Context: an optimization exercise on an open-source flow, tuned for small area, a short achievable clock period and few clock cycles per item. The choices shown serve that exercise and are no tape-out recipe. In this exercise RTL edits were held to simulation tests only and were not proved equivalent to the original. No activity file was given, so power comes from the tool's default toggle rates.

the baseline:
## point_in_polygon_crossing_test
module point_in_polygon_crossing_test #(
    parameter int COORD_BITS  = pip_pkg::COORD_BITS_DEFAULT,
    parameter int QUEUE_DEPTH = pip_pkg::QUEUE_DEPTH_DEFAULT
) (
    input  logic                  i_clk,
    input  logic                  i_rst_n,
    input  logic                  i_cfg_we,
    input  logic                  i_cfg_idx,
    input  logic [COORD_BITS-1:0] i_cfg_data,
    input  logic                  i_valid,
    output logic                  o_ready,
    input  logic [COORD_BITS-1:0] i_vertex_x,
    input  logic [COORD_BITS-1:0] i_vertex_y,
    input  logic                  i_last_vertex,
    output logic                  o_valid,
    input  logic                  i_ready,
    output logic                  o_inside_res
);
For scale: about 2500 cells after synthesis, about 350 flip-flops.
==> module pip_exact, before the edit <==
module pip_exact (
    input  logic        i_clk,
    input  logic        i_rst_n,
    input  logic        i_start,      
    input  logic [15:0] i_a,
    input  logic [15:0] i_b,
    input  logic [15:0] i_c,
    input  logic [15:0] i_d,
    input  logic        i_e_p1,
    input  logic        i_e_m1,
    output logic        o_done,       
    output logic        o_gt,
    output logic        o_lt
);
    logic                 r_busy;
    logic                 r_done;
    logic [3:0]           r_cnt;
    logic                 r_bb;
    logic                 r_dd;
    logic signed [19:0]   r_acc;
    logic                 r_stk;
    logic signed [19:0]   add_a;
    logic signed [19:0]   add_c;
    logic signed [19:0]   sum;
    assign add_a = r_bb ? 20'(i_e_p1 ? {i_a, 1'b0} : {1'b0, i_a}) : '0;
    assign add_c = r_dd ? 20'(i_e_m1 ? {i_c, 1'b0} : {1'b0, i_c}) : '0;
    assign sum   = r_acc + add_a - add_c;
    always_ff @(posedge i_clk) begin
        if (!i_rst_n) begin
            r_busy <= 1'b0;
            r_done <= 1'b0;
        end else if (r_busy) begin
            if (r_cnt == 4'd15) begin
                r_busy <= 1'b0;
                r_done <= 1'b1;
            end
        end else begin
            r_busy <= i_start && !r_done;
            r_done <= 1'b0;
        end
    end
    always_ff @(posedge i_clk) begin
        if (r_busy) begin
            r_acc <= sum >>> 1;
            r_stk <= r_stk || sum[0];
            r_cnt <= r_cnt + 1'b1;
            r_bb  <= i_b[r_cnt + 1'b1];
            r_dd  <= i_d[r_cnt + 1'b1];
        end else begin
            r_acc <= '0;
            r_stk <= 1'b0;
            r_cnt <= 4'd0;
            r_bb  <= i_b[0];
            r_dd  <= i_d[0];
        end
    end
    assign o_done = r_done;
    assign o_gt   = !r_acc[19] && ((r_acc != '0) || r_stk);
    assign o_lt   = r_acc[19];
endmodule
Settings: LEC_CHECK=0, ABC_AREA=1, CAP_MARGIN=20, CORE_MARGIN=2, CORE_UTILIZATION=40, SETUP_SLACK_MARGIN=5, SLEW_MARGIN=20; clock period 10.0 ns.
run.sh (not shown) runs the stock make flow with config.mk's settings and CLKGATE_MAP_FILE= SYNTH_SCRIPT=/design/flow/synth_recipe.tcl, a recipe that flattens the netlist after the stock synthesis.
Testbench counts of the baseline, summed over its fixed seeds: cycles 15,071, vertices 14,293.
--- input diff the baseline..the candidate ---
diff --git a/flow/design.v b/flow/design.v
--- a/flow/design.v
+++ b/flow/design.v
@@ -234,25 +234,31 @@
     output logic        o_lt
 );
     logic                 r_busy;
     logic                 r_done;
-    logic [3:0]           r_cnt;
+    logic [4:0]           r_cnt;
     logic                 r_bb;
     logic                 r_dd;
-    logic signed [19:0]   r_acc;
+    logic signed [18:0]   r_acc;
     logic                 r_stk;
-    logic signed [19:0]   add_a;
-    logic signed [19:0]   add_c;
-    logic signed [19:0]   sum;
-    assign add_a = r_bb ? 20'(i_e_p1 ? {i_a, 1'b0} : {1'b0, i_a}) : '0;
-    assign add_c = r_dd ? 20'(i_e_m1 ? {i_c, 1'b0} : {1'b0, i_c}) : '0;
-    assign sum   = r_acc + add_a - add_c;
+    logic [4:0]           nxt;
+    logic [4:0]           ib;
+    logic [4:0]           id;
+    logic [31:0]          bx;
+    logic [31:0]          dx;
+    logic signed [18:0]   sum;
+    assign nxt = r_busy ? r_cnt + 1'b1 : 5'd0;
+    assign ib  = nxt - 5'(i_e_p1);
+    assign id  = nxt - 5'(i_e_m1);
+    assign bx  = {16'b0, i_b};
+    assign dx  = {16'b0, i_d};
+    assign sum = r_acc + (r_bb ? 19'(i_a) : '0) - (r_dd ? 19'(i_c) : '0);
     always_ff @(posedge i_clk) begin
         if (!i_rst_n) begin
             r_busy <= 1'b0;
             r_done <= 1'b0;
         end else if (r_busy) begin
-            if (r_cnt == 4'd15) begin
+            if (r_cnt == 5'd16) begin
                 r_busy <= 1'b0;
                 r_done <= 1'b1;
             end
         end else begin
@@ -260,25 +266,23 @@
             r_done <= 1'b0;
         end
     end
     always_ff @(posedge i_clk) begin
+        r_bb <= bx[ib];
+        r_dd <= dx[id];
         if (r_busy) begin
             r_acc <= sum >>> 1;
             r_stk <= r_stk || sum[0];
-            r_cnt <= r_cnt + 1'b1;
-            r_bb  <= i_b[r_cnt + 1'b1];
-            r_dd  <= i_d[r_cnt + 1'b1];
+            r_cnt <= nxt;
         end else begin
             r_acc <= '0;
             r_stk <= 1'b0;
-            r_cnt <= 4'd0;
-            r_bb  <= i_b[0];
-            r_dd  <= i_d[0];
+            r_cnt <= 5'd0;
         end
     end
     assign o_done = r_done;
-    assign o_gt   = !r_acc[19] && ((r_acc != '0) || r_stk);
-    assign o_lt   = r_acc[19];
+    assign o_gt   = !r_acc[18] && ((r_acc != '0) || r_stk);
+    assign o_lt   = r_acc[18];
 endmodule
 module pip_mul6 (
     input  logic [5:0]   i_a,
     input  logic [5:0]   i_b,
==> comparison <==
- The candidate | stages: all done | timing, DRC, antenna: all pass
- On final weighted congestion in routability-driven placement: between the candidate and the baseline, it ends up lower for the candidate.
- Re setup violation total in the final timing report: no difference whatsoever between the baseline and the candidate.
- Changes observed in the candidate relative to the baseline: setup slack after placement went up; setup slack went up 0.067 ns; via count held; detailed-route wire length higher.
- Diff the baseline -> the candidate: sequential share of layout area saw little to no change, core utilization saw little to no change.
- Between the candidate and the baseline, the buffering stage count on the worst path with inverters included is higher for the baseline.
- [compare] base=the baseline new=the candidate: sum of internal, switching and leakage power went up by 2.6%; synthesized instance count stayed essentially flat; inverter count of the layout excluding clock inverters higher.
- ~same per-instance average area after synthesis in the candidate and the baseline
Testbench counts of the candidate, summed over its fixed seeds: cycles 15,097, vertices 14,293.

==> port drivers added, routing unchanged <==
No port has a modelled driver above. Below, the same layouts with a new extraction and two added sets of constraints.
Step 1: set_driving_cell puts a clkbuf_16 on i_clk and a buf_2 on each other input, an assumption about the parent block.
Step 2 moves the port delays by t, midway between the first and last clock arrival at a register: inputs arrive t later, outputs are due t later. That takes back most of the time a late clock gives input paths.
Slacks: no drivers / after step 1 / after step 2; pairs: no drivers / after step 1.
run | shift t [ns] | slack for setup (ns) | cell pins on the clock port's net
the baseline | 0.606 | 5.283 / 5.283 / 4.755 | 1
the candidate | 0.612 | 5.349 / 5.349 / 4.785 | 1
After both steps setup and hold are still met in every run listed. The setup slack of the candidate, which loses most, moves by 0.000 ns with the drivers and by -0.564 ns with both steps.
